Background: an optimization exercise with open tools, aiming at small area. Do not read the settings as production practice.
Only simulation tests tie the RTL to the original design; equivalence was not proved.
Power and IR drop assume default switching activity. The clock port is modelled as an ideal driver; clocking choices that lean on that would not hold on a real chip.

Setup of JK:
==> flow/design.v <==
`default_nettype none
package cpu_pkg;
    typedef logic [32-1:0]                word_t;
    typedef logic [32-1:0]                instr_t;
    typedef logic [5-1:0]              reg_addr_t;
    typedef logic [$clog2(32)-1:0]  mem_index_t;    
    typedef logic [7:0]                          byte_t;
    typedef logic [$clog2(32/8)-1:0]      lane_t;
    typedef enum logic [1:0] {
        LOAD_IDLE,       
        LOAD_FILL,       
        LOAD_RUN         
    } load_state_t;
    typedef enum logic [1:0] {ALU_ADD, ALU_SUB, ALU_AND, ALU_OR} alu_op_t;
    typedef enum logic [1:0] {FWD_REG, FWD_EX_MEM, FWD_MEM_WB} fwd_sel_t;
    typedef struct packed {
        alu_op_t alu_op;
        logic    alu_src_imm;    
        logic    reg_write;
        logic    mem_read;
        logic    mem_write;
        logic    mem_to_reg;     
    } ctrl_t;
    typedef struct packed {
        ctrl_t     ctrl;
        word_t     rs1_data;
        word_t     rs2_data;
        word_t     imm;
        reg_addr_t rs1;
        reg_addr_t rs2;
        reg_addr_t rd;
    } id_ex_t;
    typedef struct packed {
        ctrl_t     ctrl;
        word_t     alu_result;   
        word_t     store_data;
        reg_addr_t rd;
    } ex_mem_t;
    typedef struct packed {
        logic      reg_write;
        reg_addr_t rd;
        word_t     data;
    } wb_t;
endpackage
`default_nettype wire
`timescale 1ns/1ps
`default_nettype none
module log_lookup #(
    parameter int N = 31
) (
    input  logic [5:0]      key_i,
    input  logic [N-1:0]    vld_i,
    input  logic [6*N-1:0]  tag_i,       
    input  logic [32*N-1:0] val_i,       
    output logic [N-1:0]    hit_o,
    output logic [31:0]     val_o
);
    genvar p, b;
    generate
        for (p = 0; p < N; p++) begin : g_match
            tag_match u_match (
                .tag_i (tag_i[6*p +: 6]),
                .key_i (key_i),
                .vld_i (vld_i[p]),
                .hit_o (hit_o[p])
            );
        end
        for (b = 0; b < 32; b++) begin : g_sel
            logic [N-1:0] d;
            for (p = 0; p < N; p++) begin : g_d
                assign d[p] = val_i[32*p + b];
            end
            bit_select #(.N(N)) u_sel (
                .hit_i (hit_o),
                .d_i   (d),
                .y_o   (val_o[b])
            );
        end
    endgenerate
endmodule
module tag_match (
    input  logic [5:0] tag_i,
    input  logic [5:0] key_i,
    input  logic       vld_i,
    output logic       hit_o
);
    logic miss;
    assign miss = !(vld_i && (tag_i == key_i));
    hit_drv u_drv (.a_i (miss), .y_o (hit_o));
endmodule
module hit_drv (
    input  logic a_i,
    output logic y_o
);
    assign y_o = !a_i;
endmodule
module aoi222 (
    input  logic a1, a2, b1, b2, c1, c2,
    output logic y
);
    assign y = ~((a1 & a2) | (b1 & b2) | (c1 & c2));
endmodule
module bit_select #(
    parameter int N = 31
) (
    input  logic [N-1:0] hit_i,
    input  logic [N-1:0] d_i,
    output logic         y_o
);
    localparam int G  = N / 3;               
    localparam int R  = N - 3 * G;           
    localparam int NG = G + R;               
    localparam int M  = (NG + 3) / 4;        
    logic [4*M-1:0] t_n;
    logic [M-1:0]   part;
    genvar k;
    generate
        for (k = 0; k < G; k++) begin : g_aoi
            aoi222 u_aoi (
                .a1 (hit_i[3*k]),   .a2 (d_i[3*k]),
                .b1 (hit_i[3*k+1]), .b2 (d_i[3*k+1]),
                .c1 (hit_i[3*k+2]), .c2 (d_i[3*k+2]),
                .y  (t_n[k])
            );
        end
        for (k = 0; k < R; k++) begin : g_rest
            assign t_n[G+k] = ~(hit_i[3*G+k] & d_i[3*G+k]);
        end
        if (4 * M > NG) begin : g_pad
            assign t_n[4*M-1:NG] = '1;
        end
        for (k = 0; k < M; k++) begin : g_nand
            assign part[k] = ~&t_n[4*k +: 4];
        end
    endgenerate
    assign y_o = |part;
endmodule
`default_nettype wire
`timescale 1ns/1ps
`default_nettype none
module alu (
    input  logic [31:0] a_i,         
    input  logic [31:0] b_i,         
    input  logic [11:0] imm_i,       
    input  logic        is_r_i,      
    input  logic        is_sub_i,
    input  logic        is_and_i,
    input  logic        is_or_i,
    input  logic        is_mem_i,    
    output logic [31:0] y_o
);
    logic [31:0] imm, hs, g, c;
    logic        sel_sum, sel_g, sel_hs;
    assign imm     = {{20{imm_i[11]}}, imm_i} & {32{!is_r_i}};
    assign sel_sum = !is_and_i && !is_or_i && !is_mem_i;
    assign sel_g   = is_and_i || is_or_i;
    assign sel_hs  = is_or_i;
    genvar i;
    generate
        for (i = 0; i < 32; i++) begin : g_bit
            alu_bit u_bit (
                .a_i       (a_i[i]),
                .b_i       (b_i[i]),
                .imm_i     (imm[i]),
                .c_i       (c[i]),
                .use_b_i   (is_r_i),
                .inv_b_i   (is_sub_i),
                .sel_sum_i (sel_sum),
                .sel_g_i   (sel_g),
                .sel_hs_i  (sel_hs),
                .sel_b_i   (is_mem_i),
                .hs_o      (hs[i]),
                .g_o       (g[i]),
                .y_o       (y_o[i])
            );
        end
    endgenerate
    cla_carry32 u_carry (
        .g_i   (g),
        .p_i   (hs),
        .cin_i (is_sub_i),
        .c_o   (c)
    );
endmodule
module alu_bit (
    input  logic a_i,
    input  logic b_i,
    input  logic imm_i,          
    input  logic c_i,            
    input  logic use_b_i,
    input  logic inv_b_i,
    input  logic sel_sum_i,
    input  logic sel_g_i,
    input  logic sel_hs_i,
    input  logic sel_b_i,
    output logic hs_o,
    output logic g_o,
    output logic y_o
);
    logic bop;
    assign bop  = (use_b_i & (b_i ^ inv_b_i)) | imm_i;
    assign hs_o = a_i ^ bop;
    assign g_o  = a_i & bop;
    assign y_o  = (sel_sum_i & (hs_o ^ c_i)) | (sel_g_i & g_o) | (sel_hs_i & hs_o) | (sel_b_i & b_i);
endmodule
module cla_carry32 (
    input  logic [31:0] g_i,
    input  logic [31:0] p_i,
    input  logic        cin_i,
    output logic [31:0] c_o
);
    logic [8:0] bc;                  
    logic [7:0] bg, bp;
    assign bc[0] = cin_i;
    genvar k, j;
    generate
        for (k = 0; k < 8; k++) begin : g_blk
            assign bp[k] = &p_i[4*k +: 4];
            assign bg[k] = g_i[4*k+3]
                         | (p_i[4*k+3] & g_i[4*k+2])
                         | (p_i[4*k+3] & p_i[4*k+2] & g_i[4*k+1])
                         | (p_i[4*k+3] & p_i[4*k+2] & p_i[4*k+1] & g_i[4*k]);
            assign bc[k+1] = bg[k] | (bp[k] & bc[k]);
            assign c_o[4*k] = bc[k];
            for (j = 1; j < 4; j++) begin : g_in
                assign c_o[4*k+j] = g_i[4*k+j-1] | (p_i[4*k+j-1] & c_o[4*k+j-1]);
            end
        end
    endgenerate
endmodule
`default_nettype wire
`timescale 1ns/1ps
`default_nettype none
module cpu_top (
    input  logic       clk_i,
    input  logic       reset,
    input  logic [7:0] instr_i,
    input  logic       data_or_reg_i,    
    input  logic [4:0] address_i,
    input  logic [1:0] vout_addr_i,
    output logic [7:0] value_o
);
    localparam int N = 31;                     
    localparam logic [1:0] ST_IDLE = 2'd0,     
                           ST_FILL = 2'd1,     
                           ST_RUN  = 2'd2,     
                           ST_DONE = 2'd3;     
    logic [1:0]  st_q;
    logic [1:0]  ph_q;           
    logic [31:0] w_q;            
    logic        pk_q;           
    logic [5:0]  key_q;          
    logic        tv_q;           
    logic        fill, mode, clear;
    logic [7:0]  fbyte;
    assign fill  = (st_q == ST_FILL) && (instr_i != 8'hFF);
    assign fbyte = fill ? instr_i : 8'h00;     
    assign mode  = (st_q == ST_DONE);
    assign clear = (st_q == ST_IDLE);
    always_ff @(posedge clk_i or posedge reset) begin
        if (reset) begin
            st_q <= ST_IDLE;
            ph_q <= 2'd0;
        end else begin
            ph_q <= (st_q == ST_IDLE) ? 2'd0 : ph_q + 2'd1;
            case (st_q)
                ST_IDLE: if (instr_i == 8'hFE) st_q <= ST_FILL;
                ST_FILL: if (instr_i == 8'hFF) st_q <= ST_RUN;
                ST_RUN:  if (ph_q == 2'd1) st_q <= ST_DONE;
                default: ;
            endcase
        end
    end
    always_ff @(posedge clk_i) begin
        w_q <= {fbyte, w_q[31:8]};
    end
    logic [31:0]     val_q [N];
    logic [5:0]      tag_q [N];
    logic [N-1:0]    vld_q;
    logic [N-1:0]    hit, kill;
    logic [5:0]      key, new_tag;
    logic [31:0]     look, new_val, a;
    logic            wr, w3;
    logic [6*N-1:0]  tag_flat;
    logic [32*N-1:0] val_flat;
    always_ff @(posedge clk_i) begin
        val_q[0] <= w3 ? look : val_q[N-1];
        val_q[1] <= new_val;
        tag_q[0] <= tag_q[N-1];
        tag_q[1] <= wr ? new_tag : tag_q[0];
        for (int p = 2; p < N; p++) begin
            val_q[p] <= val_q[p-1];
            tag_q[p] <= tag_q[p-1];
        end
        vld_q <= {vld_q[N-2:1] & ~kill[N-2:1],
                  wr | (vld_q[0] & ~kill[0]),
                  !w3 && vld_q[N-1] && !kill[N-1]};
    end
    always_comb begin
        for (int p = 0; p < N; p++) begin
            tag_flat[6*p +: 6]   = tag_q[p];
            val_flat[32*p +: 32] = val_q[p];
        end
    end
    log_lookup #(.N(N)) u_lookup (
        .key_i (key),
        .vld_i (vld_q),
        .tag_i (tag_flat),
        .val_i (val_flat),
        .hit_o (hit),
        .val_o (look)
    );
    assign kill = ({hit[N-1:2], 1'b0, hit[0]} & {N{tv_q}}) | {N{clear}};
    logic [31:0] word;           
    logic [6:0]  opc;
    logic [2:0]  f3;
    logic [4:0]  rd;
    logic        is_addi, is_r, is_lw, is_sw, is_sub, is_and, is_or;
    logic [6:0]  asum;
    logic [4:0]  daddr;
    assign word = w_q;
    assign opc  = word[6:0];
    assign f3   = word[14:12];
    assign rd   = word[11:7];
    assign is_addi = (opc == 7'b0010011) && (f3 == 3'b000);
    assign is_r    = (opc == 7'b0110011) && (f3 == 3'b000 || f3 == 3'b111 || f3 == 3'b110);
    assign is_lw   = (opc == 7'b0000011);
    assign is_sw   = (opc == 7'b0100011);
    assign is_sub  = is_r && (f3 == 3'b000) && word[30];
    assign is_and  = is_r && (f3 == 3'b111);
    assign is_or   = is_r && (f3 == 3'b110);
    assign w3 = (ph_q == 2'd3) && (w_q[14:8] != 7'd0);     
    assign wr = (ph_q == 2'd0) && pk_q && !clear &&
                (((is_addi || is_r || is_lw) && rd != 5'd0) || is_sw);
    assign a     = val_q[0];     
    assign asum  = a[6:0] + (is_sw ? {word[26:25], word[11:7]} : word[26:20]);
    assign daddr = asum[6:2];
    alu u_alu (
        .a_i      (a),
        .b_i      (look),
        .imm_i    (word[31:20] & {12{wr}}),
        .is_r_i   (is_r && wr),
        .is_sub_i (is_sub && wr),
        .is_and_i (is_and && wr),
        .is_or_i  (is_or && wr),
        .is_mem_i ((is_lw || is_sw) && wr),
        .y_o      (new_val)
    );
    assign new_tag = is_sw ? {1'b0, daddr} : {1'b1, rd};
    always_comb begin
        if (mode)               key = {data_or_reg_i, address_i};
        else if (ph_q == 2'd3)  key = {1'b1, w_q[27:23]};                       
        else if (ph_q == 2'd0)  key = is_lw ? {1'b0, daddr}                     
                                            : {1'b1, w_q[24:20]};               
        else                    key = key_q;                                    
    end
    always_ff @(posedge clk_i) begin
        key_q <= new_tag;
        tv_q  <= wr;
        pk_q  <= w3;
    end
    assign value_o = mode ? look[{vout_addr_i, 3'b000} +: 8] : 8'h00;
endmodule
`default_nettype wire
==> flow/config.mk <==
export PLATFORM = sky130hd
export DESIGN_NAME = cpu_top
export DESIGN_NICKNAME = cpu_top
export VERILOG_FILES = /design/flow/design.v
export SDC_FILE = /design/flow/constraint.sdc
export NUM_CORES = 8
export LEC_CHECK = 0
export CAP_MARGIN = 20
export CORE_MARGIN = 2
export CORE_UTILIZATION = 70
export GPL_ROUTABILITY_DRIVEN = 1
export PLACE_DENSITY = 0.8
export SLEW_MARGIN = 20
export SYNTH_HIERARCHICAL = 1
==> flow/constraint.sdc <==
create_clock -name core_clock -period 12.0 [get_ports {clk_i}]
set_input_delay 2.4000 -clock core_clock [delete_from_list [all_inputs] [get_ports {clk_i}]]
set_output_delay 2.4000 -clock core_clock [all_outputs]
set_load 0.01 [all_outputs]
standard.sh (not shown) runs the stock make flow with config.mk's settings and CLKGATE_MAP_FILE= SYNTH_SCRIPT=/design/flow/synth_recipe.tcl, a recipe that flattens the netlist after the stock synthesis.
==> flow/flow/run.sh <==
#!/bin/bash
# The standard layout (the standard.sh) with two changes:
#  - the port buffers are the smallest buffer,
#  - clock tree synthesis inserts no dummy loads and clusters up
#    to 30 flip-flops within 80 um under each leaf buffer.
# make's full output goes to flow_standard.log; ORFS keeps each
# step's own log under orfs/logs/.
set -euo pipefail
bash standard.sh \
    "BUFFER_PORTS_ARGS=-buffer_cell sky130_fd_sc_hd__buf_1" \
    "CTS_ARGS=-sink_clustering_enable -repair_clock_nets -dont_use_dummy_load -sink_clustering_size 30 -sink_clustering_max_diameter 80" \
    finish > flow_standard.log 2>&1
The inputs of TR differ from those of JK as listed below.
--- a/flow/design.v
+++ b/flow/design.v
@@ -55,6 +55,7 @@
     output logic [N-1:0]    hit_o,
     output logic [31:0]     val_o
 );
+    logic [N-1:0] hit_hi;        
     genvar p, b;
     generate
         for (p = 0; p < N; p++) begin : g_match
@@ -62,7 +63,8 @@
                 .tag_i (tag_i[6*p +: 6]),
                 .key_i (key_i),
                 .vld_i (vld_i[p]),
-                .hit_o (hit_o[p])
+                .hit_o (hit_o[p]),
+                .hit2_o(hit_hi[p])
             );
         end
         for (b = 0; b < 32; b++) begin : g_sel
@@ -71,7 +73,7 @@
                 assign d[p] = val_i[32*p + b];
             end
             bit_select #(.N(N)) u_sel (
-                .hit_i (hit_o),
+                .hit_i (b < 16 ? hit_o : hit_hi),
                 .d_i   (d),
                 .y_o   (val_o[b])
             );
@@ -82,11 +84,13 @@
     input  logic [5:0] tag_i,
     input  logic [5:0] key_i,
     input  logic       vld_i,
-    output logic       hit_o
+    output logic       hit_o,
+    output logic       hit2_o
 );
     logic miss;
     assign miss = !(vld_i && (tag_i == key_i));
-    hit_drv u_drv (.a_i (miss), .y_o (hit_o));
+    hit_drv u_drv  (.a_i (miss), .y_o (hit_o));
+    hit_drv u_drv2 (.a_i (miss), .y_o (hit2_o));
 endmodule
 module hit_drv (
     input  logic a_i,
@@ -247,10 +251,7 @@
                            ST_DONE = 2'd3;     
     logic [1:0]  st_q;
     logic [1:0]  ph_q;           
-    logic [31:0] w_q;            
-    logic        pk_q;           
-    logic [5:0]  key_q;          
-    logic        tv_q;           
+    logic [23:0] w_q;            
     logic        fill, mode, clear;
     logic [7:0]  fbyte;
     assign fill  = (st_q == ST_FILL) && (instr_i != 8'hFF);
@@ -266,13 +267,13 @@
             case (st_q)
                 ST_IDLE: if (instr_i == 8'hFE) st_q <= ST_FILL;
                 ST_FILL: if (instr_i == 8'hFF) st_q <= ST_RUN;
-                ST_RUN:  if (ph_q == 2'd1) st_q <= ST_DONE;
+                ST_RUN:  if (ph_q == 2'd0) st_q <= ST_DONE;
                 default: ;
             endcase
         end
     end
     always_ff @(posedge clk_i) begin
-        w_q <= {fbyte, w_q[31:8]};
+        w_q <= {fbyte, w_q[23:8]};
     end
     logic [31:0]     val_q [N];
     logic [5:0]      tag_q [N];
@@ -280,11 +281,11 @@
     logic [N-1:0]    hit, kill;
     logic [5:0]      key, new_tag;
     logic [31:0]     look, new_val, a;
-    logic            wr, w3;
+    logic            wr, w2, drop;
     logic [6*N-1:0]  tag_flat;
     logic [32*N-1:0] val_flat;
     always_ff @(posedge clk_i) begin
-        val_q[0] <= w3 ? look : val_q[N-1];
+        val_q[0] <= w2 ? look : val_q[N-1];
         val_q[1] <= new_val;
         tag_q[0] <= tag_q[N-1];
         tag_q[1] <= wr ? new_tag : tag_q[0];
@@ -294,7 +295,7 @@
         end
         vld_q <= {vld_q[N-2:1] & ~kill[N-2:1],
                   wr | (vld_q[0] & ~kill[0]),
-                  !w3 && vld_q[N-1] && !kill[N-1]};
+                  !w2 && vld_q[N-1] && !kill[N-1]};
     end
     always_comb begin
         for (int p = 0; p < N; p++) begin
@@ -310,7 +311,8 @@
         .hit_o (hit),
         .val_o (look)
     );
-    assign kill = ({hit[N-1:2], 1'b0, hit[0]} & {N{tv_q}}) | {N{clear}};
+    assign drop = (ph_q == 2'd0) && !mode && vld_q[1];
+    assign kill = ({hit[N-1:2], 1'b0, hit[0]} & {N{drop}}) | {N{clear}};
     logic [31:0] word;           
     logic [6:0]  opc;
     logic [2:0]  f3;
@@ -318,7 +320,7 @@
     logic        is_addi, is_r, is_lw, is_sw, is_sub, is_and, is_or;
     logic [6:0]  asum;
     logic [4:0]  daddr;
-    assign word = w_q;
+    assign word = {fbyte, w_q};
     assign opc  = word[6:0];
     assign f3   = word[14:12];
     assign rd   = word[11:7];
@@ -329,9 +331,8 @@
     assign is_sub  = is_r && (f3 == 3'b000) && word[30];
     assign is_and  = is_r && (f3 == 3'b111);
     assign is_or   = is_r && (f3 == 3'b110);
-    assign w3 = (ph_q == 2'd3) && (w_q[14:8] != 7'd0);     
-    assign wr = (ph_q == 2'd0) && pk_q && !clear &&
-                (((is_addi || is_r || is_lw) && rd != 5'd0) || is_sw);
+    assign w2 = (ph_q == 2'd2) && (w_q[14:8] != 7'd0);     
+    assign wr = (ph_q == 2'd3) && (((is_addi || is_r || is_lw) && rd != 5'd0) || is_sw);
     assign a     = val_q[0];     
     assign asum  = a[6:0] + (is_sw ? {word[26:25], word[11:7]} : word[26:20]);
     assign daddr = asum[6:2];
@@ -349,15 +350,10 @@
     assign new_tag = is_sw ? {1'b0, daddr} : {1'b1, rd};
     always_comb begin
         if (mode)               key = {data_or_reg_i, address_i};
-        else if (ph_q == 2'd3)  key = {1'b1, w_q[27:23]};                       
-        else if (ph_q == 2'd0)  key = is_lw ? {1'b0, daddr}                     
-                                            : {1'b1, w_q[24:20]};               
-        else                    key = key_q;                                    
-    end
-    always_ff @(posedge clk_i) begin
-        key_q <= new_tag;
-        tv_q  <= wr;
-        pk_q  <= w3;
+        else if (ph_q == 2'd2)  key = {1'b1, fbyte[3:0], w_q[23]};             
+        else if (ph_q == 2'd3)  key = is_lw ? {1'b0, daddr}                     
+                                            : {1'b1, fbyte[0], w_q[23:20]};     
+        else                    key = tag_q[1];                                 
     end
     assign value_o = mode ? look[{vout_addr_i, 3'b000} +: 8] : 8'h00;
 endmodule
[summary]
TR vs JK, top metal layer carrying routed signals: met5 vs met4. met2 track demand over resource in global routing in TR is 1.9 points above JK. [TR vs JK] fraction of power consumed by the clock network: higher in TR. JK has a higher core utilization of the finished layout than TR. Summary: final area, TR better than JK. Sort JK and TR by share of cell area taken by muxes after synthesis, descending, and TR comes first. Summary — area of the multi-input gates, TR relative to JK: lower, by 39 sq um. Compared TR against JK; placer's final routability congestion estimate within noise. Cmp JK and TR / overall die width / lower: TR. TR: length of the first detailed-routing pass in iterations 1 below JK.

re-timing with driven ports:
No port has a modelled driver above. Below, the same layouts with a new extraction and two added sets of constraints. Step 1 sets driving cells, clkbuf_16 on the clock port and buf_2 on the other inputs (assumed; they add their load-dependent delay and slew). Step 2 moves the port delays by t, midway between the first and last clock arrival at a register: inputs arrive t later, outputs are due t later. That takes back most of the time a late clock gives input paths. a / b / c = no drivers / after step 1 / after step 2; a / b = the first two.
| run | t (ns) | slack for setup (ns) | hold slack, ns | cell pins on the clock port's net |
|---|---|---|---|---|
| JK | 0.678 | 1.581 / 1.519 / 2.188 | 0.295 / 0.295 / 0.295 | 1 |
| TR | 0.679 | 1.140 / 1.118 / 1.118 | 0.333 / 0.333 / 0.333 | 1 |
After both steps setup and hold are still met in every run listed. For TR, which loses most, drivers alone change the setup slack by -0.022 ns; drivers and shift together by -0.022 ns.
